This design comes from an exercise in tuning for small area and a short achievable clock period on the open sky130 flow, not from production work.
The RTL was checked by simulation tests, not by an equivalence proof against the original design.
Power is estimated from default activity; no workload was simulated.

<file path="design.v">
package pn_pkg;
    localparam int TOK_DEPTH = 12;               
    localparam logic [1:0] MODE_PREFIX  = 2'd2;
    localparam logic [1:0] MODE_POSTFIX = 2'd3;
    localparam logic [2:0] OP_ADD     = 3'd0;
    localparam logic [2:0] OP_SUB     = 3'd1;
    localparam logic [2:0] OP_MUL     = 3'd2;
    localparam logic [2:0] OP_ABS_SUM = 3'd3;
endpackage
`timescale 1ns/10ps
module pn_token_buffer (
    input  logic       clk,
    input  logic       in_valid,
    input  logic       operator,
    input  logic [2:0] in,
    output logic [2:0] val,          
    output logic       is_op,        
    output logic       op_sub,       
    output logic       op_mul,       
    output logic       op_abs,       
    output logic       op_sum        
);
    logic [3:0] ent [pn_pkg::TOK_DEPTH];
    logic [3:0] nxt;                 
    assign nxt = in_valid ? {operator, in} : ent[1];
    always_ff @(posedge clk) begin
        for (int i = 0; i < pn_pkg::TOK_DEPTH; i++) begin
            if (in_valid)
                ent[i] <= (i == 0) ? {operator, in} : ent[(i == 0) ? 0 : i - 1];
            else
                ent[i] <= (i == pn_pkg::TOK_DEPTH - 1) ? ent[i] : ent[(i == pn_pkg::TOK_DEPTH - 1) ? i : i + 1];
        end
        op_sub <= nxt[3] && nxt[2:0] == pn_pkg::OP_SUB;
        op_mul <= nxt[3] && nxt[2:0] == pn_pkg::OP_MUL;
        op_abs <= nxt[3] && nxt[2:0] == pn_pkg::OP_ABS_SUM;
        op_sum <= nxt[3] && !nxt[2] && nxt[1:0] != 2'd2;
    end
    assign val   = ent[0][2:0];
    assign is_op = ent[0][3];
endmodule
`timescale 1ns/10ps
module pn_stack_eval (
    input  logic        clk,
    input  logic        rst_n,
    input  logic        start,       
    input  logic        ev,          
    input  logic        fin,         
    input  logic [2:0]  val,         
    input  logic        is_op,
    input  logic        op_sub,
    input  logic        op_mul,
    input  logic        op_abs,
    input  logic        op_sum,
    input  logic        prefix,      
    output logic [17:0] result       
);
    logic [2:0]  depth;              
    logic        topx;               
    logic [17:0] x;
    logic [9:0]  y;
    logic [9:0]  ysel;               
    logic [9:0]  ynew;
    logic [1:0]  xk;                 
    logic [1:0]  yk;                 
    logic [15:0] ram0;               
    logic [9:0]  ram1;               
    logic [6:0]  ram2;               
    logic [2:0]  ram3;               
    logic [1:0]  k0;                 
    logic [1:0]  k1;                 
    logic        k2;                 
    logic        sel_x;              
    logic        sel_y;
    logic        sel_r;
    logic [17:0] ys;
    logic        neg;
    logic [17:0] sum;
    logic [17:0] prd;
    logic [17:0] mag;
    logic [17:0] xnew;
    logic        x_mul, x_sum, x_blw, x_ys, x_hold;
    logic        y_mul, y_sum, y_blw, y_hold;
    logic [2:0]  ksum;
    logic [1:0]  rk;                 
    logic        rbig;               
    logic [17:0] below;              
    logic [1:0]  bk;
    logic [17:0] nos;                
    logic [1:0]  nk;
    logic        push;
    logic        pop;
    logic [2:0]  nd;
    logic        ntopx;
    assign ys = {{8{y[9]}}, y};
    function automatic logic [9:0] booth_sel(input logic [9:0] b);
        logic [10:0] bb;
        bb = {b, 1'b0};
        for (int i = 0; i < 5; i++) begin
            booth_sel[i]     = bb[2*i+1] ^ bb[2*i];
            booth_sel[5 + i] = (bb[2*i+2] & !bb[2*i+1] & !bb[2*i]) | (!bb[2*i+2] & bb[2*i+1] & bb[2*i]);
        end
    endfunction
    function automatic logic [17:0] booth_mul(input logic [17:0] a, input logic [9:0] b,
                                              input logic [9:0] sel);
        logic [17:0] acc;
        logic [17:0] row;
        logic [18:0] a2;
        logic        ng;
        a2  = {a, 1'b0};
        acc = '0;
        for (int i = 0; i < 5; i++) begin
            ng  = b[2*i+1];
            row = '0;
            for (int j = 0; j < 18; j++)
                row[j] = ((sel[i] & a[j]) | (sel[5 + i] & a2[j])) ^ ng;
            acc = acc + (row << (2*i)) + ({17'd0, ng} << (2*i));
        end
        booth_mul = acc;
    endfunction
    always_comb begin
        sum = x + {{8{y[9] ^ op_sub}}, y ^ {10{op_sub}}} + {17'd0, op_sub};
        neg = op_sub ? (topx ^ prefix) : (op_abs && sum[17]);
        mag = neg ? -sum : sum;
        prd = booth_mul(x, y, ysel);
        ksum = {1'b0, xk} + {1'b0, yk} + 3'd1;
        rk   = ksum[2] ? 2'd3 : ksum[1:0];
        rbig = ksum >= 3'd3;
        case (depth)
            3'd3:    begin below = {{2{ram0[15]}}, ram0}; bk = k0; end
            3'd4:    begin below = {{8{ram1[9]}}, ram1};  bk = k1; end
            3'd5:    begin below = {{11{ram2[6]}}, ram2}; bk = {1'b0, k2}; end
            default: begin below = {15'd0, ram3};         bk = 2'd0; end
        endcase
        nos = topx ? ys : x;
        nk  = topx ? yk : xk;
        push  = ev && depth != 3'd7 && !is_op;
        pop   = ev && depth != 3'd7 && is_op && depth >= 3'd2;
        nd    = depth;
        ntopx = topx;
        if (start) begin
            nd = '0;
        end else if (push) begin
            nd    = depth + 1'b1;
            ntopx = 1'b0;
        end else if (pop) begin
            nd    = depth - 1'b1;
            ntopx = rbig;
        end
    end
    always_comb begin
        x_mul  = pop && rbig && op_mul;
        x_sum  = pop && rbig && op_sum;
        x_blw  = pop && !rbig;
        x_ys   = push && !topx;
        x_hold = !pop && !x_ys;
        y_mul  = pop && !rbig && op_mul;
        y_sum  = pop && !rbig && op_sum;
        y_blw  = pop && rbig;
        y_hold = !pop && !push;
        xnew = ({18{x_mul}} & prd) | ({18{x_sum}} & mag) | ({18{x_blw}} & below) |
               ({18{x_ys}} & ys) | ({18{x_hold}} & x);
        ynew = ({10{y_mul}} & prd[9:0]) | ({10{y_sum}} & mag[9:0]) | ({10{y_blw}} & below[9:0]) |
               ({10{push}} & {7'd0, val}) | ({10{y_hold}} & y);
    end
    always_ff @(posedge clk) begin
        depth <= nd;
        topx  <= ntopx;
        x     <= xnew;
        y     <= ynew;
        ysel  <= booth_sel(ynew);
        if (push) begin
            xk <= topx ? xk : yk;
            yk <= 2'd0;
            case (depth)
                3'd2: begin ram0 <= nos[15:0]; k0 <= nk; end
                3'd3: begin ram1 <= nos[9:0];  k1 <= nk; end
                3'd4: begin ram2 <= nos[6:0];  k2 <= nk != 2'd0; end
                3'd5:       ram3 <= nos[2:0];
                default: ;
            endcase
        end else if (pop) begin
            xk <= rbig ? rk : bk;
            yk <= rbig ? bk : rk;
        end
    end
    always_ff @(posedge clk or negedge rst_n) begin
        if (!rst_n) begin
            sel_x <= 1'b0;
            sel_y <= 1'b0;
            sel_r <= 1'b0;
        end else begin
            sel_x <= fin && ((nd == 3'd1 && ntopx) || (nd == 3'd2 && !ntopx));
            sel_y <= fin && ((nd == 3'd1 && !ntopx) || (nd == 3'd2 && ntopx));
            sel_r <= fin && nd >= 3'd3;
        end
    end
    assign result = ({18{sel_x}} & x) | ({18{sel_y}} & ys) | ({18{sel_r}} & {{2{ram0[15]}}, ram0});
endmodule
`timescale 1ns/10ps
module pn_top (
    input  logic        clk,
    input  logic        rst_n,
    input  logic        in_valid,
    input  logic [1:0]  mode,
    input  logic        operator,
    input  logic [2:0]  in,
    output logic        out_valid,
    output logic [31:0] out
);
    logic        recv;           
    logic [3:0]  cnt;
    logic        acc;            
    logic        prefix;
    logic        res_q;          
    logic [2:0]  val;
    logic        is_op;
    logic        op_sub;
    logic        op_mul;
    logic        op_abs;
    logic        op_sum;
    logic [17:0] result;
    logic        start;
    logic        drain;
    logic        ev;
    logic        fin;
    assign start = in_valid && !recv;
    assign drain = recv ? !in_valid : (cnt != 4'd0);
    assign ev    = acc && (recv ? (!prefix || !in_valid) : (prefix && cnt != 4'd0));
    assign fin   = acc && drain && (cnt == 4'd1);
    always_ff @(posedge clk or negedge rst_n) begin
        if (!rst_n) begin
            recv  <= 1'b0;
            cnt   <= '0;
            res_q <= 1'b0;
        end else begin
            res_q <= fin;
            if (start) begin
                recv <= 1'b1;
                cnt  <= 4'd1;
            end else if (recv && in_valid) begin
                cnt  <= cnt + 1'b1;
            end else if (drain) begin
                recv <= 1'b0;
                cnt  <= acc ? cnt - 1'b1 : 4'd0;
            end
        end
    end
    always_ff @(posedge clk) begin
        if (start) begin
            acc    <= mode[1];
            prefix <= !mode[0];
        end
    end
    pn_token_buffer i_token_buffer (
        .clk      (clk),
        .in_valid (in_valid),
        .operator (operator),
        .in       (in),
        .val      (val),
        .is_op    (is_op),
        .op_sub   (op_sub),
        .op_mul   (op_mul),
        .op_abs   (op_abs),
        .op_sum   (op_sum)
    );
    pn_stack_eval i_stack_eval (
        .clk    (clk),
        .rst_n  (rst_n),
        .start  (start),
        .ev     (ev),
        .fin    (fin),
        .val    (val),
        .is_op  (is_op),
        .op_sub (op_sub),
        .op_mul (op_mul),
        .op_abs (op_abs),
        .op_sum (op_sum),
        .prefix (prefix),
        .result (result)
    );
    assign out_valid = res_q;
    assign out       = {{14{result[17]}}, result};
endmodule
</file>
<file path="constraint.sdc">
create_clock -name core_clock -period 11.0 [get_ports {clk}]
set_input_delay 2.2000 -clock core_clock [delete_from_list [all_inputs] [get_ports {clk}]]
set_output_delay 2.2000 -clock core_clock [all_outputs]
set_load 0.01 [all_outputs]
</file>
<file path="flow/run.sh">
#!/bin/bash
set -e
export BUFFER_PORTS_ARGS="-buffer_cell sky130_fd_sc_hd__buf_1"
export SETUP_SLACK_MARGIN=6
bash standard.sh > standard.log 2>&1
</file>
<file path="standard.sh">
#!/bin/bash
# synth_recipe.tcl (not shown) runs the flow's synth.tcl, then flattens the netlist and writes it again
# the make line also repeats each setting of config.mk as NAME=value (left out here)
make -C /OpenROAD-flow-scripts/flow DESIGN_CONFIG=/design/flow/config.mk WORK_HOME=/design/flow/orfs CLKGATE_MAP_FILE= SYNTH_SCRIPT=/design/flow/synth_recipe.tcl "${@:-finish}"
</file>
<file path="config.mk">
export PLATFORM = sky130hd
export DESIGN_NAME = pn_top
export DESIGN_NICKNAME = pn_top
export VERILOG_FILES = /design/flow/design.v
export SDC_FILE = /design/flow/constraint.sdc
export NUM_CORES = 4
export LEC_CHECK = 0
export CAP_MARGIN = 20
export CORE_MARGIN = 2
export CORE_UTILIZATION = 40
export CTS_BUF_LIST = sky130_fd_sc_hd__clkbuf_8
export CTS_CLUSTER_DIAMETER = 50
export CTS_CLUSTER_SIZE = 20
export SLEW_MARGIN = 20
</file>
==> results.json, run 1 <==
{
  "status": "finished clean",
  "antenna_cells": 0,
  "r2r_end": "i_stack_eval.x[16]",
  "period_share_pct": 43.3,
  "drv_slew": 0,
  "antenna_found_initial": 0,
  "rsz0062_at_grt": "true",
  "clkSinkCount": 149,
  "multi_input_area_um2": 6620,
  "synthToLayoutAreaGrowth_pct": 5.88,
  "yosys.area.top_type": "dfxtp_1",
  "cts_hold_buf": 0,
  "critPathArrivalTime_ns": 5.09,
  "htree_num_levels": 4,
  "place_congestion": 0.919,
  "ios": 42,
  "crit_required_ns": 11.32,
  "synth.avg_cell_area_um2": 9.48,
  "grt_pass1_wl_mm": 45.8,
  "finalWirelength_mm": 28.7,
  "dp_cells": 1447,
  "worstHoldPathCells": 0,
  "fmax_ghz": 0.210,
  "clkTransAtPathRegs_ns": 0.09,
  "power_density_nw_per_um2": 336,
  "cp_max_fo": 12,
  "seq_area_frac_synth_pct": 32.3,
  "fin_crit_ns": 4.76,
  "tightest_slew_ns": 0.992,
  "synth_area_leaders": "dfxtp_1 17%, edfxtp_1 14%, xnor2_1 7.6%, ha_1 7.0%, fa_1 6.8%",
  "crit_type": "reg -> reg",
  "fin_skew_ns": 0.00880,
  "netlist_area_um2": 10900,
  "root_buffer": "clkbuf_8",
  "setup_viol": 0,
  "synthArstFlopShare_pct": 6.04,
  "swShare_pct": 50.1,
  "maxCapViolCount": 0,
  "syn-instance-count": 1147,
  "power_switching_mw": 1.94,
  "timing.rr.start": "i_stack_eval.ysel[3]",
  "pwr-share-comb_pct": 62.6,
  "rrSetupSlack_ns": 6.24,
  "synth_seq_cells": 149,
  "grt.total_usage_pct": 20.5,
  "power_mw": 3.88,
  "fillers": 2612,
  "final_nets": 1232,
  "syn_nets": 1254,
  "io_buffers": 41,
  "slowest_delay_ns": 0.69,
  "dp_slack_ns": 5.68,
  "synth.distinct_cells": 73,
  "wire_per_inst_um": 19.4,
  "crit_chain": "a22oi_1 -> xnor2_1 -> fa_1 -> inv_1 -> fa_1 -> inv_1 -> fa_1 -> ha_1 -> o21a_1 -> o21a_1 -> o21a_1 -> o41ai_2 -> o21ai_0 -> a21oi_1 -> mux2i_1 -> o211ai_1",
  "leakagePower_nw": 4.66,
  "vdd_drop_max_mv": 0.155,
  "cp_slowest_cell": "dfxtp_1",
  "start_kind": "flop",
  "dp_hpwl_mm": 20.8,
  "overflow": 0,
  "grt_max_degree": 55,
  "synth_edf_count": 49,
  "holdWs_ns": 0.436,
  "ys_warn_count": 4,
  "stdcell_count": 1479,
  "clk_latency_ns": 0.46,
  "max_slew_margin_pct": 33.8,
  "clkPwrFrac_pct": 10.4,
  "core-area_um2": 26800,
  "grt_pass1_vias": 8206,
  "vias": 8527,
  "synth_top_area_share_pct": 16.7,
  "fp.dieH_um": 169,
  "cts_tree": "built",
  "drt_iter0_drc": 781,
  "ys.flop_type": "dfxtp_1",
  "layout_setup_ws_ns": 6.24,
  "ant_nets": 0,
  "initial_utilization_pct": 40.6,
  "via_per_inst": 5.77,
  "reg2regPathDepth": 16,
  "final-seq-area_um2": 3530,
  "cp-end-kind": "flop",
  "hp-class": "reg -> reg",
  "seq_power_share_pct": 27.0,
  "drive_gt1_share_pct": 11.0,
  "fin_setup_tns_ns": 0,
  "placementRows": 60,
  "die_width_um": 169,
  "numCtsBuffers": 17,
  "drt_pass1_iterations": 7,
  "min_from": "i_token_buffer.ent[10][2]",
  "holdPathEnd": "i_token_buffer.ent[11][2]",
  "clock_path_buffers": 2,
  "hold_viol_final": 0,
  "drc": 0,
  "dieArea_um2": 28500,
  "p_int_mw": 1.93
}
## how the worst max path moves through the flow
stage	start	endpoint	slack [ns]	depth (start not counted)
floorplan	i_stack_eval.y[3]	i_stack_eval.x[16]	6.10	17
global placement	in_valid	i_stack_eval.x[3]	5.79	9
detailed placement	in_valid	i_stack_eval.x[3]	5.68	9
CTS	i_stack_eval.x[3]	i_stack_eval.x[16]	6.01	17
global route	i_stack_eval.ysel[1]	i_stack_eval.x[16]	5.93	18
finish	i_stack_eval.ysel[3]	i_stack_eval.x[16]	6.24	16
## area by class of cell
cell class,instances,area share (%)
clock buffer,17,2.03
clock inverter,15,1.21
inverter,91,2.97
multi-input combinational,816,57.5
sequential,149,30.7
tap,341,3.70
timing repair buffer,50,1.93
## cell families (layout without fill, tap and decap cells)
logic type               after synthesis  count (layout)  synth area share (%)
AO/OA/AOI/OAI                        291             291                  19.4
flip-flops                           149             149                  32.3
XOR/XNOR                             136             136                  10.9
buffers and inverters                182             173                  6.91
AND/OR/NAND/NOR                      224             224                  9.75
adder cells (fa/ha/maj)               98              98                  13.8
multiplexers                          67              67                  6.79
## cell usage after synthesis (7+ instances only)
master / n
a211oi_1: 7
a21o_1: 11
a21oi_1: 46
a221oi_1: 10
a222oi_1: 18
a22oi_1: 80
a31oi_1: 12
and2_1: 9
and3_1: 7
buf_1: 10
buf_4: 15
clkbuf_1: 61
dfrtp_1: 9
dfxtp_1: 91
edfxtp_1: 49
fa_1: 37
ha_1: 61
inv_1: 90
mux2_2: 54
mux2i_1: 13
nand2_1: 82
nand2b_1: 12
nand3_1: 11
nor2_1: 51
nor3_1: 14
o211ai_1: 9
o21a_1: 7
o21ai_0: 45
o221ai_1: 11
xnor2_1: 95
xor2_1: 41
## state kept, by name (all words and copies together), names as in the netlist, 4 cells and up
signal and flops:
i_token_buffer.ent 48, i_stack_eval.x 18, i_stack_eval.ram0 16, i_stack_eval.ram1 10
i_stack_eval.ysel 10, i_stack_eval.y 9, i_stack_eval.ram2 7, cnt 4
## per-layer routing
metal | wire [µm] | GRT usage (%)
met3 | 1800 | 3.11
met5 | 0 | 0
met2 | 13600 | 34.1
met1 | 12500 | 27.3
met4 | 784 | 7.16
## stage by stage
stage	util (%)	area, µm²
after floorplan	-	10900
after global placement	41.5	11100
after detailed placement	41.5	11100
after CTS	42.9	11500
after global routing	43.0	11500
final	43.0	11500
## what timing repair did
item                       in CTS  in global routing
resized for setup               7                  9
buffers inserted                0                  0
setup endpoints to repair       2                 17
## power by group through the flow
| stage | combinational (mW) | sequential [mW] | clock (mW) |
|---|---|---|---|
| 6_report | 2.42 | 1.05 | 0.403 |
| 5_1_grt | 2.72 | 1.07 | 0.434 |
| 4_1_cts | 2.41 | 1.04 | 0.412 |
| 3_5_place_dp | 2.38 | 1.05 | 0 |
| 3_3_place_gp | 2.37 | 1.05 | 0 |
| 2_1_floorplan | 1.96 | 0.842 | 0 |
## layout by cell type, fill, tap and decap left out, types with 11 or more instances in the layout
cell type	instances
a21o_1	11
a21oi_1	46
a222oi_1	18
a22oi_1	80
a31oi_1	12
buf_1	40
clkbuf_8	17
dfxtp_1	80
edfxtp_1	49
fa_1	37
ha_1	61
inv_1	90
mux2_2	54
mux2i_1	13
nand2_1	82
nand2b_1	12
nand3_1	11
nor2_1	50
nor3_1	14
o21ai_0	45
o221ai_1	11
xnor2_1	95
xor2_1	41
## worst max-delay path: cells and delay by family, from the launching register on
family          cells  cell delay [ns]
flops               1             0.69
compound gates      8             1.57
fa+ha+maj           4             1.86
mux                 1             0.21
buf+inv             2             0.13
xor+xnor            1             0.18
==> run 2, diff against run 1 <==
==> flow/run.sh (replaced) <==
#!/bin/bash
set -e
export BUFFER_PORTS_ARGS="-buffer_cell sky130_fd_sc_hd__buf_1"
export SETUP_SLACK_MARGIN=7
bash standard.sh > standard.log 2>&1
--- a/config.mk
+++ b/config.mk
@@ -12,3 +12,4 @@
 export CTS_CLUSTER_DIAMETER = 50
 export CTS_CLUSTER_SIZE = 20
 export SLEW_MARGIN = 20
+export TNS_END_PERCENT = 20
==> results.json, run 2 <==
{
  "clkPwrFrac_pct": 11.3,
  "seq_area_frac_synth_pct": 32.3,
  "worstSetupStartpoint": "i_stack_eval.ysel[2]",
  "route.top_layer_used": "met4",
  "dp_cells": 1452,
  "dp_hpwl_mm": 21.1,
  "drive_gt1_share_pct": 18.7,
  "largest_register": "i_token_buffer.ent",
  "synthToLayoutAreaGrowth_pct": 13.8,
  "max_slew_margin_pct": 30.8,
  "syn_nets": 1254,
  "root_buffer": "clkbuf_8",
  "cp_slowest_cell": "fa_1",
  "drt_iter0_drc": 666,
  "status": "finished clean",
  "fin_crit_ns": 4.23,
  "power_switching_mw": 2.11,
  "antenna_cells": 0,
  "cp-end-kind": "flop",
  "yosys.area.top_type": "dfxtp_1",
  "fin_util_pct": 46.2,
  "maxCapViolCount": 0,
  "m1WireLength_mm": 12.8,
  "setup_viol": 0,
  "leakagePower_nw": 5.01,
  "holdWs_ns": 0.435,
  "overflow": 0,
  "grt_pass1_vias": 8738,
  "ios": 42,
  "synth_edf_count": 49,
  "grt_pass1_wl_mm": 47.7,
  "dp_slack_ns": 5.79,
  "synth_xor_area_share_pct": 10.9,
  "fmax_ghz": 0.236,
  "clkTransAtPathRegs_ns": 0.09,
  "synth_seq_cells": 149,
  "clk_latency_ns": 0.46,
  "rrSetupSlack_ns": 6.77,
  "start_kind": "flop",
  "critPathArrivalTime_ns": 4.57,
  "fp.dieH_um": 169,
  "period_share_pct": 38.5,
  "wire_per_inst_um": 19.9,
  "reg2regPathDepth": 17,
  "path_delay_family": "adder cells",
  "dieArea_um2": 28500,
  "met3_length_mm": 1.70,
  "slowest_delay_ns": 0.56,
  "hold_viol_final": 0,
  "io_buffers": 41,
  "crit_type": "reg -> reg",
  "fin_skew_ns": 0.0124,
  "synthAdderAreaFrac_pct": 13.8,
  "timing.rr.start": "i_stack_eval.ysel[2]",
  "swShare_pct": 48.3,
  "r2r_end": "i_stack_eval.x[16]",
  "finalWirelength_mm": 30.2,
  "clock_path_buffers": 2,
  "initial_utilization_pct": 40.6,
  "synth_top_family_by_area": "compound AO/OA/AOI/OAI gates",
  "synth-compound-area-share_pct": 19.4,
  "ys_warn_count": 4,
  "tightest_slew_ns": 1.04,
  "stdcell_count": 1520,
  "drv_slew": 0,
  "seq_power_share_pct": 23.0,
  "p_int_mw": 2.26,
  "antenna_found_initial": 0,
  "cts_tree": "built",
  "final_cell_area_um2": 12400,
  "pwr-share-comb_pct": 65.7,
  "fin_setup_tns_ns": 0,
  "ant_nets": 0,
  "drt_pass1_iterations": 5,
  "synth_common_cells": "95 x xnor2_1, 91 x dfxtp_1, 90 x inv_1, 82 x nand2_1, 80 x a22oi_1",
  "place_congestion": 0.850,
  "power_mw": 4.37,
  "clkSinkCount": 149,
  "syn-instance-count": 1147,
  "grt_max_degree": 28,
  "largest_reg_flops": 48,
  "synth_area_leaders": "dfxtp_1 17%, edfxtp_1 14%, xnor2_1 7.6%, ha_1 7.0%, fa_1 6.8%",
  "hp-class": "reg -> reg",
  "synth_top_area_share_pct": 16.7,
  "die_width_um": 169,
  "synthArstFlopShare_pct": 6.04,
  "htree_num_levels": 4,
  "yosys.area_share.simple_pct": 9.75,
  "routed-wl-met2_mm": 14.6,
  "ys.flop_type": "dfxtp_1",
  "netlist_area_um2": 10900,
  "endpoint": "i_stack_eval.x[16]",
  "crit_required_ns": 11.34,
  "synth.avg_cell_area_um2": 9.48,
  "via_per_inst": 5.77,
  "final_nets": 1273,
  "numCtsBuffers": 17,
  "synth_most_common_cell": "xnor2_1",
  "place_area_um2": 11200,
  "core-area_um2": 26800,
  "top_regs": "i_token_buffer.ent: 48 flops, i_stack_eval.x: 18 flops, i_stack_eval.ram0: 16 flops",
  "cts_hold_buf": 0,
  "cp_max_fo": 7,
  "vias": 8774,
  "drc": 0,
  "final_common_cell": "xnor2_1",
  "power_density_nw_per_um2": 353,
  "muxShareOfSynthArea_pct": 6.79,
  "cp_num_buf_inv": 3,
  "crit_chain": "buf_6 -> a22oi_2 -> xnor2_2 -> fa_1 -> inv_2 -> fa_1 -> inv_1 -> fa_1 -> ha_4 -> o21a_1 -> o21a_1 -> o21a_1 -> o41ai_4 -> o21ai_2 -> a21oi_2 -> mux2i_1 -> o211ai_1",
  "grt.total_usage_pct": 21.4,
  "layout_common_cells": "90 x xnor2_1, 87 x inv_1, 79 x nand2_1, 73 x dfxtp_1, 71 x a22oi_1",
  "crit_cells": 17,
  "synth.distinct_cells": 73,
  "vdd_drop_max_mv": 0.144,
  "layout_setup_ws_ns": 6.77,
  "rsz0062_at_grt": "true",
  "placementRows": 60
}
run 2: routing by layer:
| metal | vias up | global-route usage, % |
|---|---|---|
| met5 | - | 0 |
| met4 | 0 | 10.2 |
| met3 | 68 | 3.39 |
| met2 | 314 | 35.9 |
| met1 | 4266 | 27.1 |
| li1 | 4126 | - |
run 2: worst min path at each step:
stage,start,end,slack (ns),cells past startpoint
global placement,i_token_buffer.ent[10][3],i_token_buffer.ent[11][3],0.41,0
floorplan,i_token_buffer.ent[10][0],i_token_buffer.ent[11][0],0.40,0
global route,i_token_buffer.ent[10][2],i_token_buffer.ent[11][2],0.46,0
CTS,i_token_buffer.ent[10][2],i_token_buffer.ent[11][2],0.44,0
detailed placement,i_token_buffer.ent[10][1],i_token_buffer.ent[11][1],0.42,0
finish,i_token_buffer.ent[10][2],i_token_buffer.ent[11][2],0.43,0
run 2: final cells by class:
cell class	instances	area [µm²]
Inverter	91	342
Clock inverter	15	234
Clock buffer	17	234
Timing Repair Buffer	91	662
Fill cell	2549	14400
Multi-Input combinational cell	816	6910
Tap cell	341	427
Sequential cell	149	3580
run 2: cell families after synthesis:
kind of cell    Yosys count
compound gates          291
xor+xnor                136
fa+ha+maj                98
buf+inv                 182
flops                   149
mux                      67
simple gates            224
run 2: worst reg2reg max path, delay by kind of cell (launching register included):
kind	cells	cell delay (ns)
XOR/XNOR	1	0.09
flip-flops	1	0.33
buffers and inverters	3	0.23
adder cells (fa/ha/maj)	4	1.81
AO/OA/AOI/OAI	8	1.45
multiplexers	1	0.20
run 2: power by group through the flow:
| stage | clock (mW) | combinational, mW | sequential, mW |
|---|---|---|---|
| 3_3_place_gp | 0 | 2.52 | 1.02 |
| 4_1_cts | 0.502 | 2.80 | 1.00 |
| 2_1_floorplan | 0 | 2.06 | 0.845 |
| 6_report | 0.494 | 2.87 | 1.00 |
| 5_1_grt | 0.524 | 3.15 | 1.03 |
| 3_5_place_dp | 0 | 2.53 | 1.02 |
run 2: timing repair:
item,CTS,global route
setup endpoints to repair,106,63
setup buffers,21,14
resized for setup,85,17
pin swaps,28,14
gates cloned,1,0
==> run 3, diff against run 2 <==
--- a/config.mk
+++ b/config.mk
@@ -12,4 +12,3 @@
 export CTS_CLUSTER_DIAMETER = 50
 export CTS_CLUSTER_SIZE = 20
 export SLEW_MARGIN = 20
-export TNS_END_PERCENT = 20
==> results.json, run 3 <==
{
  "fmax_ghz": 0.240,
  "io_buffers": 41,
  "grt_pass1_wl_mm": 47.7,
  "yosys.area.top_type": "dfxtp_1",
  "largest_register": "i_token_buffer.ent",
  "synth.avg_cell_area_um2": 9.48,
  "ant_nets": 0,
  "critPathArrivalTime_ns": 4.55,
  "syn_nets": 1254,
  "synth_area_leaders": "dfxtp_1 17%, edfxtp_1 14%, xnor2_1 7.6%, ha_1 7.0%, fa_1 6.8%",
  "pwr-share-comb_pct": 67.3,
  "drt_pass1_iterations": 6,
  "synth_most_common_cell": "xnor2_1",
  "grt_pass1_vias": 8664,
  "place_area_um2": 11200,
  "grt_max_degree": 28,
  "root_buffer": "clkbuf_8",
  "start_kind": "flop",
  "cp_max_fo": 6,
  "numCtsBuffers": 17,
  "tightest_slew_ns": 1.04,
  "via_per_inst": 5.77,
  "cp-end-kind": "flop",
  "final_cell_area_um2": 12600,
  "dp_slack_ns": 5.86,
  "fin_util_pct": 46.9,
  "grt.total_usage_pct": 21.6,
  "rsz0062_at_grt": "true",
  "period_share_pct": 37.8,
  "syn-instance-count": 1147,
  "fp.dieH_um": 169,
  "setup_viol": 0,
  "top_regs": "i_token_buffer.ent: 48 flops, i_stack_eval.x: 18 flops, i_stack_eval.ram0: 16 flops",
  "seq_power_share_pct": 22.6,
  "drive_gt1_share_pct": 21.1,
  "layout_common_cells": "93 x xnor2_1, 86 x inv_1, 78 x nand2_1, 72 x a22oi_1, 69 x dfxtp_1",
  "synth.distinct_cells": 73,
  "core-area_um2": 26800,
  "cts_hold_buf": 0,
  "antenna_cells": 0,
  "cts_tree": "built",
  "status": "finished clean",
  "dieArea_um2": 28500,
  "seq_area_frac_synth_pct": 32.3,
  "ys_warn_count": 4,
  "hp-class": "reg -> reg",
  "final_common_cell": "xnor2_1",
  "drc": 0,
  "drv_slew": 0,
  "leakagePower_nw": 5.11,
  "ios": 42,
  "dp_hpwl_mm": 21.4,
  "vdd_drop_max_mv": 0.171,
  "wire_per_inst_um": 20.4,
  "initial_utilization_pct": 40.6,
  "synth_seq_cells": 149,
  "clk_latency_ns": 0.46,
  "fin_skew_ns": 0.0117,
  "synth_edf_count": 49,
  "clkTransAtPathRegs_ns": 0.10,
  "power_density_nw_per_um2": 350,
  "netlist_area_um2": 10900,
  "overflow": 0,
  "crit_type": "reg -> reg",
  "power_switching_mw": 2.16,
  "ys.flop_type": "dfxtp_1",
  "clkPwrFrac_pct": 10.1,
  "drt_iter0_drc": 822,
  "die_width_um": 169,
  "p_int_mw": 2.24,
  "synthToLayoutAreaGrowth_pct": 15.6,
  "holdWs_ns": 0.432,
  "antenna_found_initial": 0,
  "timing.rr.start": "i_stack_eval.x[1]",
  "swShare_pct": 49.1,
  "crit_required_ns": 11.39,
  "layout_setup_ws_ns": 6.84,
  "stdcell_count": 1541,
  "synthArstFlopShare_pct": 6.04,
  "power_mw": 4.40,
  "fin_crit_ns": 4.16,
  "clock_path_buffers": 2,
  "fin_setup_tns_ns": 0,
  "min_from": "i_token_buffer.ent[10][1]",
  "place_congestion": 0.878,
  "htree_num_levels": 4,
  "maxCapViolCount": 0,
  "synth_top_area_share_pct": 16.7,
  "finalWirelength_mm": 31.5,
  "hold_viol_final": 0,
  "worstSetupStartpoint": "i_stack_eval.x[1]",
  "synth_common_cells": "95 x xnor2_1, 91 x dfxtp_1, 90 x inv_1, 82 x nand2_1, 80 x a22oi_1",
  "clkSinkCount": 149,
  "final_nets": 1294,
  "max_slew_margin_pct": 30.8,
  "largest_reg_flops": 48,
  "placementRows": 60,
  "vias": 8899,
  "dp_cells": 1452
}
-- run 3: cell counts after synthesis --
No cell type changed its count.
-- run 3: final timing paths --
check / to / slack (ns) / cells past startpoint
max in group asynchronous: i_stack_eval.sel_x / 8.99 / 1
worst max register to register: i_stack_eval.ysel[9] / 6.84 / 16
worst min-delay path: i_token_buffer.ent[11][1] / 0.43 / 0
worst max-delay path: i_stack_eval.ysel[9] / 6.84 / 16
worst min register to register: i_token_buffer.ent[11][1] / 0.43 / 0
min in group asynchronous: i_stack_eval.sel_r / 1.66 / 1
-- run 3: power groups by stage --
stage | sequential [mW] | clock, mW | combinational, mW
floorplan | 0.845 | 0 | 2.06
global placement | 1.02 | 0 | 2.52
detailed placement | 1.02 | 0 | 2.53
CTS | 0.990 | 0.448 | 2.82
global route | 1.02 | 0.470 | 3.23
finish | 0.996 | 0.443 | 2.96
-- run 3: layout make-up --
class,count,area (µm²)
fillers,2523,14200
multi-input cells,818,6990
flip-flops and latches,149,3590
repair buffers,110,823
well taps,341,427
inverters,91,345
clock buffers,17,234
clock inverters,15,169
-- run 3: cell families after synthesis --
kind of cell,Yosys count,synth area share [%]
compound gates,291,19.4
flops,149,32.3
fa+ha+maj,98,13.8
xor+xnor,136,10.9
mux,67,6.79
simple gates,224,9.75
buf+inv,182,6.91
-- run 3: timing repair --
item	in CTS	in global routing
cloned	1	3
pin swaps	29	17
setup endpoints to repair	106	51
resized for setup	92	31
setup buffers	33	20
-- run 3: layer usage --
metal	vias up	share of wire, %	GRT usage, %
met4	0	4.0	9.67
met1	4305	42	27.2
met3	83	6.0	3.44
li1	4169	-	-
met2	342	48	36.5
met5	-	0	0
-- run 3: critical path, stage by stage, from the launching register on --
cell and delay [ns]:
dfxtp_4 0.40, a22oi_2 0.23, xnor2_2 0.10, fa_1 0.56, inv_2 0.05, fa_1 0.52, inv_2 0.04, fa_1 0.52
ha_4 0.22, o21a_1 0.12, buf_4 0.14, buf_4 0.12, nor3_1 0.14, nor2_1 0.14, a222oi_1 0.30, o21a_1 0.28
mux2i_1 0.20
==> run 4, diff against run 3 <==
--- a/design.v
+++ b/design.v
@@ -44,6 +44,7 @@
     input  logic        rst_n,
     input  logic        start,       
     input  logic        ev,          
+    input  logic        first,       
     input  logic        fin,         
     input  logic [2:0]  val,         
     input  logic        is_op,
@@ -89,6 +90,7 @@
     logic [1:0]  nk;
     logic        push;
     logic        pop;
+    logic [2:0]  base;               
     logic [2:0]  nd;
     logic        ntopx;
     assign ys = {{8{y[9]}}, y};
@@ -133,17 +135,18 @@
         endcase
         nos = topx ? ys : x;
         nk  = topx ? yk : xk;
-        push  = ev && depth != 3'd7 && !is_op;
-        pop   = ev && depth != 3'd7 && is_op && depth >= 3'd2;
-        nd    = depth;
+        base  = first ? 3'd0 : depth;
+        push  = ev && base != 3'd7 && !is_op;
+        pop   = ev && base != 3'd7 && is_op && base >= 3'd2;
+        nd    = base;
         ntopx = topx;
         if (start) begin
             nd = '0;
         end else if (push) begin
-            nd    = depth + 1'b1;
+            nd    = base + 1'b1;
             ntopx = 1'b0;
         end else if (pop) begin
-            nd    = depth - 1'b1;
+            nd    = base - 1'b1;
             ntopx = rbig;
         end
     end
@@ -171,7 +174,7 @@
         if (push) begin
             xk <= topx ? xk : yk;
             yk <= 2'd0;
-            case (depth)
+            case (base)
                 3'd2: begin ram0 <= nos[15:0]; k0 <= nk; end
                 3'd3: begin ram1 <= nos[9:0];  k1 <= nk; end
                 3'd4: begin ram2 <= nos[6:0];  k2 <= nk != 2'd0; end
@@ -222,10 +225,12 @@
     logic        start;
     logic        drain;
     logic        ev;
+    logic        first;
     logic        fin;
     assign start = in_valid && !recv;
     assign drain = recv ? !in_valid : (cnt != 4'd0);
-    assign ev    = acc && (recv ? (!prefix || !in_valid) : (prefix && cnt != 4'd0));
+    assign ev    = acc && (recv || (prefix && cnt != 4'd0));
+    assign first = recv && prefix;
     assign fin   = acc && drain && (cnt == 4'd1);
     always_ff @(posedge clk or negedge rst_n) begin
         if (!rst_n) begin
@@ -268,6 +273,7 @@
         .rst_n  (rst_n),
         .start  (start),
         .ev     (ev),
+        .first  (first),
         .fin    (fin),
         .val    (val),
         .is_op  (is_op),
==> flow/run.sh (replaced) <==
#!/bin/bash
set -e
export BUFFER_PORTS_ARGS="-buffer_cell sky130_fd_sc_hd__buf_1"
export SETUP_SLACK_MARGIN=7.5
bash standard.sh > standard.log 2>&1
--- a/config.mk
+++ b/config.mk
@@ -12,3 +12,4 @@
 export CTS_CLUSTER_DIAMETER = 50
 export CTS_CLUSTER_SIZE = 20
 export SLEW_MARGIN = 20
+export TNS_END_PERCENT = 10
==> results.json, run 4 <==
{
  "crit_type": "reg -> reg",
  "cts_tree": "built",
  "antenna_cells": 0,
  "rsz0062_at_grt": "true",
  "synth_edf_count": 49,
  "swShare_pct": 46.9,
  "vdd_drop_max_mv": 0.180,
  "drc": 0,
  "vias": 9299,
  "reg2regPathDepth": 17,
  "power_density_nw_per_um2": 287,
  "r2r_end": "i_stack_eval.x[11]",
  "hp-class": "reg -> reg",
  "grt_pass1_vias": 8978,
  "dieArea_um2": 29500,
  "hold_viol_final": 0,
  "drt_iter0_drc": 875,
  "synth_most_common_cell": "inv_1",
  "fin_skew_ns": 0.0243,
  "cts_hold_buf": 0,
  "fin_setup_tns_ns": 0,
  "synthToLayoutAreaGrowth_pct": 19.0,
  "slowest_delay_ns": 0.48,
  "p_int_mw": 2.04,
  "cp_max_fo": 8,
  "wire_per_inst_um": 19.0,
  "synth_top_area_share_pct": 16.2,
  "initial_utilization_pct": 40.6,
  "final_nets": 1365,
  "crit_required_ns": 11.30,
  "crit_chain": "a22oi_2 -> xnor2_2 -> fa_1 -> inv_1 -> fa_1 -> inv_1 -> fa_1 -> ha_4 -> nand2_2 -> o211ai_1 -> a31oi_1 -> buf_4 -> buf_4 -> buf_6 -> xnor2_4 -> a221oi_2 -> o21ai_1",
  "grt_pass1_wl_mm": 48.2,
  "pwr-share-comb_pct": 63.1,
  "cp_slowest_cell": "fa_1",
  "crit_cells": 17,
  "clk_latency_ns": 0.45,
  "critPathArrivalTime_ns": 4.37,
  "core-area_um2": 27700,
  "fillers": 2521,
  "synth.distinct_cells": 77,
  "endpoint": "i_stack_eval.x[11]",
  "grt_max_degree": 58,
  "synth_seq_cells": 149,
  "fin_crit_ns": 4.07,
  "numCtsBuffers": 17,
  "die_width_um": 172,
  "setup_viol": 0,
  "start_kind": "flop",
  "via_per_inst": 5.64,
  "fp.dieH_um": 172,
  "status": "finished clean",
  "root_buffer": "clkbuf_8",
  "placementRows": 61,
  "timing.rr.start": "i_stack_eval.x[1]",
  "dp_hpwl_mm": 21.6,
  "path_delay_family": "adder cells",
  "synth.avg_cell_area_um2": 9.38,
  "syn-instance-count": 1199,
  "clock_path_buffers": 2,
  "place_congestion": 0.863,
  "drt_pass1_iterations": 5,
  "largest_reg_flops": 48,
  "antenna_found_initial": 0,
  "top_regs": "i_token_buffer.ent: 48 flops, i_stack_eval.x: 18 flops, i_stack_eval.ram0: 16 flops",
  "ant_nets": 0,
  "largest_register": "i_token_buffer.ent",
  "rrSetupSlack_ns": 6.93,
  "syn_nets": 1306,
  "seq_power_share_pct": 25.3,
  "cp-end-kind": "flop",
  "period_share_pct": 37.0,
  "cp_num_buf_inv": 5,
  "htree_num_levels": 4,
  "cpMostUsedCell": "fa_1",
  "fmax_ghz": 0.245,
  "maxCapViolCount": 0,
  "yosys.area.top_type": "dfxtp_1",
  "final_common_cell": "inv_1",
  "grt.total_usage_pct": 21.2,
  "clkSinkCount": 149,
  "leakagePower_nw": 5.27,
  "power_switching_mw": 1.80,
  "io_buffers": 41,
  "finalWirelength_mm": 31.3,
  "tightest_slew_ns": 1.01,
  "ys.flop_type": "dfxtp_1",
  "power_mw": 3.83,
  "drv_slew": 0,
  "overflow": 0,
  "clkTransAtPathRegs_ns": 0.11,
  "ys_warn_count": 4,
  "netlist_area_um2": 11200,
  "layout_common_cells": "98 x inv_1, 85 x xnor2_1, 76 x nand2_1, 68 x buf_4, 63 x dfxtp_1",
  "worstSetupStartpoint": "i_stack_eval.x[1]",
  "synth_common_cells": "100 x inv_1, 91 x dfxtp_1, 88 x xnor2_1, 82 x nand2_1, 75 x a22oi_1",
  "clkPwrFrac_pct": 11.6,
  "drive_gt1_share_pct": 24.6,
  "synth_area_leaders": "dfxtp_1 16%, edfxtp_1 13%, xnor2_1 6.9%, ha_1 6.8%, fa_1 6.6%",
  "seq_area_frac_synth_pct": 31.3,
  "max_slew_margin_pct": 32.1,
  "synthArstFlopShare_pct": 6.04,
  "ios": 42
}
[run 4: changes by cell type in the layout (fill, tap and decap cells not counted), sizes merged, moves of 6 or more]
cell,change
buf,+23
xnor2,-7
inv,+10
o221ai,-6
mux2i,+11
a31oi,-6
nand3,+7
a222oi,+6
o21ai,+21
[run 4: worst min path at each step]
stage,depth (start not counted),slack (ns),start,to
after global routing,0,0.46,i_token_buffer.ent[10][2],i_token_buffer.ent[11][2]
after global placement,0,0.41,i_token_buffer.ent[10][3],i_token_buffer.ent[11][3]
after floorplan,0,0.40,i_token_buffer.ent[10][0],i_token_buffer.ent[11][0]
final,0,0.44,i_token_buffer.ent[10][1],i_token_buffer.ent[11][1]
after CTS,0,0.45,i_token_buffer.ent[10][1],i_token_buffer.ent[11][1]
after detailed placement,0,0.42,i_token_buffer.ent[10][1],i_token_buffer.ent[11][1]
[run 4: through the flow]
| step | hold WS, ns | instance area [µm²] | setup slack (ns) | utilization, % | cells |
|---|---|---|---|---|---|
| 3_5_place_dp | 0.416 | 11700 | 6.27 | 42.1 | 1541 |
| 3_3_place_gp | 0.411 | 11700 | 6.34 | 42.1 | 1541 |
| 6_report | 0.443 | 13400 | 6.93 | 48.3 | 1649 |
| 5_1_grt | 0.464 | 13400 | 6.72 | 48.3 | 1649 |
| 2_1_floorplan | 0.404 | 11500 | 7.10 | - | 1199 |
| 4_1_cts | 0.448 | 12800 | 6.98 | 46.3 | 1622 |
[run 4: cells by family after synthesis]
| logic type | count (synthesis) | synth area share [%] |
|---|---|---|
| AOI/OAI and AO/OA | 296 | 18.6 |
| xor gates and xnor gates | 128 | 9.97 |
| adders and majority gates | 98 | 13.4 |
| buffers and inverters | 191 | 7.03 |
| DFF | 149 | 31.3 |
| muxes | 83 | 8.08 |
| and+or+nand+nor | 254 | 11.6 |
[run 4: per-layer routing]
metal | global-route usage, % | part of all wire, % | wire, µm | vias up
met2 | 36.0 | 49 | 15400 | 327
li1 | - | - | - | 4406
met5 | 0 | 0 | 0 | -
met3 | 3.54 | 5.5 | 1710 | 60
met4 | 8.59 | 3.4 | 1080 | 0
met1 | 26.8 | 42 | 13100 | 4506
[run 4: layout make-up]
cell class              instances  area, µm²  share of cell area [%]
multi-input cells             859       7530                    56.3
flip-flops and latches        149       3610                    27.0
repair buffers                130        955                    7.14
well taps                     378        473                    3.54
inverters                     101        384                    2.87
clock buffers                  17        234                    1.75
clock inverters                15        191                    1.43
[run 4: power groups by stage]
stage / combinational [mW] / clock, mW / sequential (mW)
4_1_cts: 2.17 / 0.460 / 0.958
3_3_place_gp: 1.89 / 0 / 0.980
6_report: 2.42 / 0.447 / 0.969
5_1_grt: 2.64 / 0.482 / 0.988
2_1_floorplan: 1.64 / 0 / 0.807
3_5_place_dp: 1.92 / 0 / 0.982
[run 4: timing repair]
| item | CTS | global route |
|---|---|---|
| buffers inserted | 49 | 27 |
| setup endpoints to repair | 97 | 112 |
| pin swaps | 42 | 33 |
| endpoints found under the hold margin | 0 | 0 |
| resized for setup | 100 | 67 |
==> run 5, diff against run 4 <==
==> flow/run.sh (replaced) <==
#!/bin/bash
set -e
export BUFFER_PORTS_ARGS="-buffer_cell sky130_fd_sc_hd__buf_1"
export SETUP_SLACK_MARGIN=7
bash standard.sh > standard.log 2>&1
--- a/config.mk
+++ b/config.mk
@@ -12,4 +12,4 @@
 export CTS_CLUSTER_DIAMETER = 50
 export CTS_CLUSTER_SIZE = 20
 export SLEW_MARGIN = 20
-export TNS_END_PERCENT = 10
+export TNS_END_PERCENT = 20
==> results.json, run 5 <==
{
  "fin_crit_ns": 4.10,
  "fp.dieH_um": 172,
  "holdWs_ns": 0.444,
  "crit_type": "reg -> reg",
  "vias": 9140,
  "dieArea_um2": 29500,
  "cp_slowest_cell": "fa_1",
  "antenna_found_initial": 0,
  "fmax_ghz": 0.244,
  "final_nets": 1326,
  "cts_hold_buf": 0,
  "synth_top_area_share_pct": 16.2,
  "tightest_slew_ns": 1.01,
  "crit_chain": "buf_6 -> a22oi_2 -> xor2_1 -> fa_1 -> fa_1 -> inv_1 -> ha_2 -> ha_4 -> a31oi_4 -> o21bai_2 -> a41oi_2 -> a211o_1 -> o21bai_1 -> a21o_1 -> buf_4 -> buf_6 -> xnor2_2 -> o221ai_1",
  "clock_path_buffers": 2,
  "period_share_pct": 37.3,
  "drc": 0,
  "slowest_delay_ns": 0.50,
  "leakagePower_nw": 5.02,
  "dp_slack_ns": 6.26,
  "synthToLayoutAreaGrowth_pct": 13.2,
  "top_regs": "i_token_buffer.ent: 48 flops, i_stack_eval.x: 18 flops, i_stack_eval.ram0: 16 flops",
  "largest_register": "i_token_buffer.ent",
  "wire_per_inst_um": 19.1,
  "drive_gt1_share_pct": 19.4,
  "power_density_nw_per_um2": 280,
  "clkTransAtPathRegs_ns": 0.10,
  "maxCapViolCount": 0,
  "synth.avg_cell_area_um2": 9.38,
  "io_buffers": 41,
  "synthArstFlopShare_pct": 6.04,
  "seq_area_frac_synth_pct": 31.3,
  "layout_common_cells": "100 x inv_1, 86 x xnor2_1, 80 x nand2_1, 65 x a22oi_1, 65 x dfxtp_1",
  "seq_power_share_pct": 27.6,
  "power_switching_mw": 1.68,
  "ios": 42,
  "hold_viol_final": 0,
  "clkSinkCount": 149,
  "largest_reg_flops": 48,
  "max_slew_margin_pct": 32.4,
  "ant_nets": 0,
  "drt_iter0_drc": 966,
  "final_common_cell": "inv_1",
  "drv_slew": 0,
  "htree_num_levels": 4,
  "swShare_pct": 47.1,
  "setup_viol": 0,
  "dp_hpwl_mm": 21.5,
  "fin_skew_ns": 0.0138,
  "synth_edf_count": 49,
  "critPathArrivalTime_ns": 4.40,
  "vdd_drop_max_mv": 0.134,
  "start_kind": "flop",
  "crit_required_ns": 11.30,
  "cp-end-kind": "flop",
  "via_per_inst": 5.68,
  "core-area_um2": 27700,
  "place_congestion": 0.848,
  "placementRows": 61,
  "synth.distinct_cells": 77,
  "clkPwrFrac_pct": 12.7,
  "ys_warn_count": 4,
  "finalWirelength_mm": 30.7,
  "synth_most_common_cell": "inv_1",
  "drt_pass1_iterations": 7,
  "grt.total_usage_pct": 21.2,
  "rsz0062_at_grt": "true",
  "netlist_area_um2": 11200,
  "antenna_cells": 0,
  "grt_pass1_vias": 8976,
  "p_int_mw": 1.88,
  "synth_seq_cells": 149,
  "ys.flop_type": "dfxtp_1",
  "synth_area_leaders": "dfxtp_1 16%, edfxtp_1 13%, xnor2_1 6.9%, ha_1 6.8%, fa_1 6.6%",
  "die_width_um": 172,
  "status": "finished clean",
  "grt_pass1_wl_mm": 48.8,
  "clk_latency_ns": 0.46,
  "overflow": 0,
  "fin_setup_tns_ns": 0,
  "synth_common_cells": "100 x inv_1, 91 x dfxtp_1, 88 x xnor2_1, 82 x nand2_1, 75 x a22oi_1",
  "cp_max_fo": 7,
  "syn_nets": 1306,
  "grt_max_degree": 55,
  "cts_tree": "built",
  "hp-class": "reg -> reg",
  "pwr-share-comb_pct": 59.7,
  "yosys.area.top_type": "dfxtp_1",
  "numCtsBuffers": 17,
  "initial_utilization_pct": 40.6,
  "layout_setup_ws_ns": 6.90,
  "syn-instance-count": 1199,
  "root_buffer": "clkbuf_8"
}
-- run 5: worst max-delay path, delay by kind of cell, from the launching register on --
family                     cells  cell delay (ns)
DFF                            1             0.39
AOI/OAI and AO/OA              8             1.39
buffers and inverters          4             0.37
xor gates and xnor gates       2             0.33
adders and majority gates      4             1.45
-- run 5: cell type report --
cell class	count	area, µm²
well taps	378	473
inverters	101	380
flip-flops and latches	149	3610
repair buffers	91	591
clock buffers	17	234
multi-input cells	859	7250
clock inverters	15	198
fillers	2678	15000
-- run 5: power by group through the flow --
stage | logic [mW] | registers (mW) | clock network [mW]
2_1_floorplan | 1.62 | 0.805 | 0
3_3_place_gp | 1.88 | 0.997 | 0
3_5_place_dp | 1.89 | 0.999 | 0
4_1_cts | 2.05 | 0.972 | 0.466
5_1_grt | 2.35 | 1.00 | 0.487
6_report | 2.13 | 0.981 | 0.454
-- run 5: what timing repair did --
item,4_1_cts,5_1_grt
endpoints found under the setup margin,53,68
setup buffers,31,8
pin swaps,26,20
endpoints found under the hold margin,0,0
resized for setup,82,24
-- run 5: per-layer routing --
metal	track usage (%)	vias to the layer above	wire length, µm
li1	-	4338	-
met1	27.4	4456	13300
met2	35.3	287	14600
met3	2.99	59	1560
met4	9.29	0	1190
met5	0	-	0
-- run 5: per-stage QoR --
stage	instance area, µm²	utilization (%)	total power [mW]	std cells
finish	12700	45.9	3.56	1610
global route	12700	45.9	3.84	1610
CTS	12500	45.3	3.49	1602
floorplan	11400	-	2.43	1199
global placement	11600	42.0	2.87	1539
detailed placement	11600	42.0	2.89	1539
-- run 5: cell families after synthesis --
logic type,synth area share (%)
AO/OA/AOI/OAI,18.6
XOR/XNOR,9.97
adder cells (fa/ha/maj),13.4
buffers and inverters,7.03
flip-flops,31.3
multiplexers,8.08
AND/OR/NAND/NOR,11.6
-- run 5: worst paths after layout --
kind,startpoint,end,slack (ns),cells past startpoint
worst max register to register,i_stack_eval.x[4],i_stack_eval.x[14],6.90,18
worst min register to register,i_token_buffer.ent[10][0],i_token_buffer.ent[11][0],0.44,0
max in group asynchronous,rst_n,i_stack_eval.sel_x,8.93,1
worst min-delay path,i_token_buffer.ent[10][0],i_token_buffer.ent[11][0],0.44,0
min in group asynchronous,rst_n,i_stack_eval.sel_r,1.69,1
worst max-delay path,i_stack_eval.x[4],i_stack_eval.x[14],6.90,18
==> run 6, diff against run 5 <==
--- a/config.mk
+++ b/config.mk
@@ -12,4 +12,4 @@
 export CTS_CLUSTER_DIAMETER = 50
 export CTS_CLUSTER_SIZE = 20
 export SLEW_MARGIN = 20
-export TNS_END_PERCENT = 20
+export TNS_END_PERCENT = 10
==> results.json, run 6 <==
{
  "grt.total_usage_pct": 21.2,
  "fp.dieH_um": 172,
  "rrSetupSlack_ns": 6.92,
  "path_delay_family": "adder cells",
  "holdPathEnd": "i_token_buffer.ent[11][0]",
  "grt_max_degree": 55,
  "placementRows": 61,
  "fin_skew_ns": 0.0139,
  "pwr-share-comb_pct": 59.6,
  "vias": 9197,
  "layout_setup_ws_ns": 6.92,
  "fin_util_pct": 46.0,
  "timing.rr.start": "i_stack_eval.x[4]",
  "period_share_pct": 37.1,
  "largest_register": "i_token_buffer.ent",
  "p_int_mw": 1.87,
  "root_buffer": "clkbuf_8",
  "dp_hpwl_mm": 21.5,
  "hold_viol_final": 0,
  "final_cell_area_um2": 12800,
  "crit_required_ns": 11.33,
  "power_switching_mw": 1.67,
  "ant_nets": 0,
  "tightest_slew_ns": 1.00,
  "cp_slowest_cell": "fa_1",
  "syn-instance-count": 1199,
  "maxCapViolCount": 0,
  "final_common_cell": "inv_1",
  "power_density_nw_per_um2": 278,
  "drive_gt1_share_pct": 19.2,
  "leakagePower_nw": 5.07,
  "synth_common_cells": "100 x inv_1, 91 x dfxtp_1, 88 x xnor2_1, 82 x nand2_1, 75 x a22oi_1",
  "cp_num_buf_inv": 1,
  "min_from": "i_token_buffer.ent[10][0]",
  "power_mw": 3.54,
  "synthArstFlopShare_pct": 6.04,
  "drv_slew": 0,
  "htree_num_levels": 4,
  "numCtsBuffers": 17,
  "drc": 0,
  "status": "finished clean",
  "via_per_inst": 5.69,
  "rsz0062_at_grt": "true",
  "finalWirelength_mm": 30.8,
  "cp-end-kind": "flop",
  "clk_latency_ns": 0.46,
  "start_kind": "flop",
  "top_regs": "i_token_buffer.ent: 48 flops, i_stack_eval.x: 18 flops, i_stack_eval.ram0: 16 flops",
  "worstHoldPathCells": 0,
  "fin_setup_tns_ns": 0,
  "io_buffers": 41,
  "dp_cells": 1539,
  "cts_tree": "built",
  "antenna_found_initial": 0,
  "place_area_um2": 11600,
  "seq_power_share_pct": 27.6,
  "synth_top_area_share_pct": 16.2,
  "yosys.area.top_type": "dfxtp_1",
  "initial_utilization_pct": 40.6,
  "drt_iter0_drc": 1007,
  "final_nets": 1333,
  "synthToLayoutAreaGrowth_pct": 13.5,
  "fin_crit_ns": 4.08,
  "swShare_pct": 47.1,
  "dp_slack_ns": 6.26,
  "stdcell_count": 1617,
  "ys_warn_count": 4,
  "crit_chain": "buf_4 -> a22oi_2 -> xnor2_1 -> fa_1 -> fa_1 -> fa_1 -> ha_4 -> nand3_1 -> nand2_1 -> a41oi_2 -> a211o_1 -> o21bai_1 -> a21o_1 -> a21o_1 -> and3b_1 -> o21ai_1 -> o211ai_2",
  "ys.flop_type": "dfxtp_1",
  "synth.avg_cell_area_um2": 9.38,
  "die_width_um": 172,
  "clkTransAtPathRegs_ns": 0.10,
  "max_slew_margin_pct": 33.0,
  "antenna_cells": 0,
  "grt_pass1_vias": 8977,
  "synth.distinct_cells": 77,
  "vdd_drop_max_mv": 0.135,
  "synth_most_common_cell": "inv_1",
  "place_congestion": 0.848,
  "clkSinkCount": 149,
  "synth_edf_count": 49,
  "slowest_delay_ns": 0.56,
  "seq_area_frac_synth_pct": 31.3,
  "clock_path_buffers": 2,
  "grt_pass1_wl_mm": 48.9,
  "layout_common_cells": "100 x inv_1, 86 x xnor2_1, 81 x nand2_1, 67 x a22oi_1, 65 x dfxtp_1",
  "largest_reg_flops": 48,
  "overflow": 0,
  "setup_viol": 0,
  "wire_per_inst_um": 19.0,
  "worstSetupStartpoint": "i_stack_eval.x[4]",
  "crit_type": "reg -> reg",
  "clkPwrFrac_pct": 12.8,
  "reg2regPathDepth": 17,
  "synth_seq_cells": 149,
  "synth_area_leaders": "dfxtp_1 16%, edfxtp_1 13%, xnor2_1 6.9%, ha_1 6.8%, fa_1 6.6%",
  "netlist_area_um2": 11200,
  "cp_max_fo": 7,
  "r2r_end": "i_stack_eval.x[16]",
  "ios": 42,
  "holdWs_ns": 0.444,
  "hp-class": "reg -> reg",
  "fmax_ghz": 0.245,
  "core-area_um2": 27700,
  "drt_pass1_iterations": 8,
  "dieArea_um2": 29500,
  "syn_nets": 1306,
  "cpMostUsedCell": "fa_1",
  "critPathArrivalTime_ns": 4.41
}
[run 6: layout make-up]
cell class                      instances  area (µm²)
Sequential cell                       149        3600
Fill cell                            2676       14900
Timing Repair Buffer                   98         652
Multi-Input combinational cell        859        7210
Clock inverter                         15         198
Clock buffer                           17         234
Tap cell                              378         473
Inverter                              101         380
[run 6: cell families (layout without fill, tap and decap cells)]
family                     count (synthesis)  count (layout)  synth area share, %
muxes                                     83              83                 8.08
and+or+nand+nor                          254             254                 11.6
DFF                                      149             149                 31.3
AOI/OAI and AO/OA                        296             296                 18.6
adders and majority gates                 98              98                 13.4
xor gates and xnor gates                 128             128                 9.97
buffers and inverters                    191             231                 7.03
[run 6: power by group through the flow]
stage | logic, mW | clock network [mW] | registers (mW)
floorplan | 1.62 | 0 | 0.805
global placement | 1.88 | 0 | 0.997
detailed placement | 1.89 | 0 | 0.999
CTS | 2.05 | 0.466 | 0.972
global route | 2.33 | 0.487 | 0.994
finish | 2.11 | 0.455 | 0.977
[run 6: how the worst max path moves through the flow]
stage                         end  slack, ns  depth (start not counted)
4_1_cts                    out[4]       6.96                          3
3_3_place_gp   i_stack_eval.x[16]       6.35                         17
6_report       i_stack_eval.x[16]       6.92                         17
2_1_floorplan  i_stack_eval.x[16]       7.01                         20
5_1_grt        i_stack_eval.x[16]       6.73                         17
3_5_place_dp   i_stack_eval.x[16]       6.26                         17
[run 6: per-layer routing]
layer	part of all wire [%]	track usage, %	wire length, µm
met4	3.5	9.32	1070
met5	0	0	0
met3	5.6	2.99	1730
met1	43	27.4	13200
met2	48	35.4	14700
[run 6: repair_timing]
action                                 4_1_cts  5_1_grt
buffers inserted                            31       15
setup endpoints to repair                   53       68
gates resized for setup                     81       16
pin swaps                                   23       27
hold buffers                                 0        0
endpoints found under the hold margin        0        0
==> run 7, diff against run 6 <==
--- a/config.mk
+++ b/config.mk
@@ -11,5 +11,6 @@
 export CTS_BUF_LIST = sky130_fd_sc_hd__clkbuf_8
 export CTS_CLUSTER_DIAMETER = 50
 export CTS_CLUSTER_SIZE = 20
+export PLACE_DENSITY = 0.7
 export SLEW_MARGIN = 20
-export TNS_END_PERCENT = 10
+export TNS_END_PERCENT = 20
==> results.json, run 7 <==
{
  "maxCapViolCount": 0,
  "layout_setup_ws_ns": 6.92,
  "clock_path_buffers": 2,
  "grtUsageMet3_pct": 2.60,
  "grt_pass1_vias": 8995,
  "swShare_pct": 46.9,
  "path_delay_family": "adder cells",
  "synthAdderAreaFrac_pct": 13.4,
  "final_nets": 1325,
  "leakagePower_nw": 5.03,
  "power_switching_mw": 1.68,
  "crit_required_ns": 11.33,
  "vdd_drop_max_mv": 0.167,
  "max_slew_margin_pct": 33.3,
  "seq_power_share_pct": 27.6,
  "fin_skew_ns": 0.0159,
  "syn_nets": 1306,
  "yosys.area_share.simple_pct": 11.6,
  "grt.total_usage_pct": 19.9,
  "clkTransAtPathRegs_ns": 0.10,
  "hold_viol_final": 0,
  "synth_area_leaders": "dfxtp_1 16%, edfxtp_1 13%, xnor2_1 6.9%, ha_1 6.8%, fa_1 6.6%",
  "via_per_inst": 5.82,
  "use_met1_pct": 25.6,
  "fmax_ghz": 0.245,
  "synth_edf_count": 49,
  "ys.flop_type": "dfxtp_1",
  "core-area_um2": 27700,
  "crit_chain": "buf_12 -> buf_4 -> a22oi_1 -> xnor2_1 -> ha_1 -> fa_1 -> inv_1 -> fa_1 -> inv_1 -> ha_1 -> nor3_2 -> a211o_1 -> o21bai_1 -> a21o_1 -> a21o_1 -> and3b_1 -> o21ai_1 -> o211ai_2",
  "holdWs_ns": 0.443,
  "synth.distinct_cells": 77,
  "synth.avg_cell_area_um2": 9.38,
  "top_usage_layer": "met2",
  "synth_xor_area_share_pct": 9.97,
  "initial_utilization_pct": 40.6,
  "clkSinkCount": 149,
  "final_common_cell": "inv_1",
  "status": "finished clean",
  "io_buffers": 41,
  "overflow": 0,
  "muxShareOfSynthArea_pct": 8.08,
  "htree_num_levels": 4,
  "slowest_delay_ns": 0.54,
  "ant_nets": 0,
  "fp.dieH_um": 172,
  "drc": 0,
  "ys_warn_count": 4,
  "fin_crit_ns": 4.08,
  "use_met2_pct": 33.3,
  "cts_tree": "built",
  "drt_iter0_drc": 1104,
  "setup_viol": 0,
  "start_kind": "flop",
  "pwr-share-comb_pct": 59.6,
  "dp_hpwl_mm": 20.9,
  "critPathArrivalTime_ns": 4.41,
  "grt_max_degree": 58,
  "drv_slew": 0,
  "netlist_area_um2": 11200,
  "antenna_found_initial": 0,
  "ios": 42,
  "synth-compound-area-share_pct": 18.6,
  "grt_pass1_wl_mm": 46.6,
  "syn-instance-count": 1199,
  "finalWirelength_mm": 29.8,
  "wire_per_inst_um": 18.5,
  "synthArstFlopShare_pct": 6.04,
  "top_regs": "i_token_buffer.ent: 48 flops, i_stack_eval.x: 18 flops, i_stack_eval.ram0: 16 flops",
  "cp_num_buf_inv": 4,
  "antenna_cells": 0,
  "layout_common_cells": "100 x inv_1, 86 x xnor2_1, 80 x nand2_1, 67 x a22oi_1, 64 x dfxtp_1",
  "hp-class": "reg -> reg",
  "drt_pass1_iterations": 9,
  "die_width_um": 172,
  "synth_top_area_share_pct": 16.2,
  "clk_latency_ns": 0.46,
  "tightest_slew_ns": 0.987,
  "root_buffer": "clkbuf_8",
  "placementRows": 61,
  "p_int_mw": 1.90,
  "rsz0062_at_grt": "true",
  "crit_type": "reg -> reg",
  "power_density_nw_per_um2": 282,
  "fin_setup_tns_ns": 0,
  "numCtsBuffers": 17,
  "largest_register": "i_token_buffer.ent",
  "vias": 9363,
  "synth_most_common_cell": "inv_1",
  "drive_gt1_share_pct": 18.8,
  "period_share_pct": 37.1,
  "synthToLayoutAreaGrowth_pct": 12.7,
  "cts_hold_buf": 0,
  "synth_top_family_by_area": "compound AO/OA/AOI/OAI gates",
  "cp_max_fo": 6,
  "dp_slack_ns": 6.24,
  "place_congestion": 0.915,
  "cp-end-kind": "flop",
  "clkPwrFrac_pct": 12.8,
  "synth_seq_cells": 149,
  "cp_slowest_cell": "fa_1",
  "synth_common_cells": "100 x inv_1, 91 x dfxtp_1, 88 x xnor2_1, 82 x nand2_1, 75 x a22oi_1",
  "largest_reg_flops": 48,
  "dieArea_um2": 29500,
  "seq_area_frac_synth_pct": 31.3,
  "yosys.area.top_type": "dfxtp_1"
}
-- run 7: cell counts after synthesis --
Identical to the previous run, type by type.
-- run 7: area by class of cell --
cell class	count	area, µm²
well taps	378	473
flip-flops and latches	149	3610
clock inverters	15	204
multi-input cells	859	7210
clock buffers	17	234
repair buffers	90	556
fillers	2579	15000
inverters	101	380
-- run 7: layer usage --
layer	vias up	wire length, µm
li1	4345	-
met1	4508	12400
met2	432	14300
met3	78	1890
met4	0	1140
met5	-	0
-- run 7: power by group through the flow --
stage	Combinational [mW]	Clock [mW]	Sequential, mW
floorplan	1.62	0	0.805
global placement	1.84	0	0.997
detailed placement	1.88	0	1.00
CTS	2.03	0.462	0.976
global route	2.35	0.480	1.00
finish	2.13	0.457	0.987
-- run 7: worst paths after layout --
check | slack, ns | cells past startpoint | startpoint | endpoint
min reg2reg | 0.44 | 0 | i_token_buffer.ent[10][2] | i_token_buffer.ent[11][2]
min | 0.44 | 0 | i_token_buffer.ent[10][2] | i_token_buffer.ent[11][2]
max reg2reg | 6.92 | 18 | i_stack_eval.ysel[0] | i_stack_eval.x[16]
min in group asynchronous | 1.67 | 1 | rst_n | i_stack_eval.sel_y
max in group asynchronous | 8.96 | 1 | rst_n | i_stack_eval.sel_r
max | 6.92 | 18 | i_stack_eval.ysel[0] | i_stack_eval.x[16]
-- run 7: kinds of logic after synthesis --
group | Yosys count
simple gates | 254
buf+inv | 191
compound gates | 296
fa+ha+maj | 98
xor+xnor | 128
mux | 83
flops | 149
-- run 7: what timing repair did --
item                       4_1_cts  5_1_grt
gates resized for setup         75       24
setup buffers                   30       10
pin swaps                       15        8
setup endpoints to repair       63       57
-- run 7: worst reg2reg max path: stages (launching register included) --
cell	delay (ns)
dfxtp_4	0.36
buf_12	0.14
buf_4	0.15
a22oi_1	0.21
xnor2_1	0.15
ha_1	0.27
fa_1	0.54
inv_1	0.05
fa_1	0.48
inv_1	0.05
ha_1	0.34
nor3_2	0.21
a211o_1	0.15
o21bai_1	0.09
a21o_1	0.18
a21o_1	0.16
and3b_1	0.16
o21ai_1	0.16
o211ai_2	0.10
-- run 7: through the flow --
| stage | total power [mW] | instances | area [µm²] | utilization [%] |
|---|---|---|---|---|
| after CTS | 3.46 | 1599 | 12500 | 45.0 |
| after floorplan | 2.43 | 1199 | 11400 | - |
| final | 3.58 | 1609 | 12700 | 45.7 |
| after detailed placement | 2.89 | 1537 | 11600 | 41.9 |
| after global placement | 2.84 | 1537 | 11600 | 41.9 |
| after global routing | 3.83 | 1609 | 12700 | 45.7 |

==> static timing again, ports no longer ideal <==
Ports are ideal in the flow. The routed layouts listed here were re-timed in OpenROAD.
Step 1 sets driving cells, clkbuf_16 on the clock port and buf_2 on the other inputs (assumed; they add their load-dependent delay and slew).
Step 2, shift: input delay + t, output delay - t, t = (earliest + latest rising clock arrival at the registers) / 2. This alone moves slack from input paths to output paths.
a / b / c = ideal / step 1 / step 2; a / b = the first two.
run | shift t [ns] | setup slack, ns | slew at the worst register clock pin (ns)
run 1 | 0.490 | 6.235 / 6.235 / 5.835 | 0.09 / 0.09
run 2 | 0.489 | 6.770 / 6.770 / 6.427 | 0.09 / 0.09
run 3 | 0.496 | 6.840 / 6.840 / 6.587 | 0.10 / 0.10
run 4 | 0.490 | 6.925 / 6.925 / 6.925 | 0.11 / 0.11
run 5 | 0.494 | 6.902 / 6.902 / 6.902 | 0.10 / 0.10
run 6 | 0.494 | 6.919 / 6.919 / 6.919 | 0.10 / 0.10
run 7 | 0.491 | 6.923 / 6.908 / 6.923 | 0.10 / 0.10
After both steps setup and hold are still met in every run listed. For run 1, which loses most, drivers alone change the setup slack by 0.000 ns; drivers and shift together by -0.400 ns.
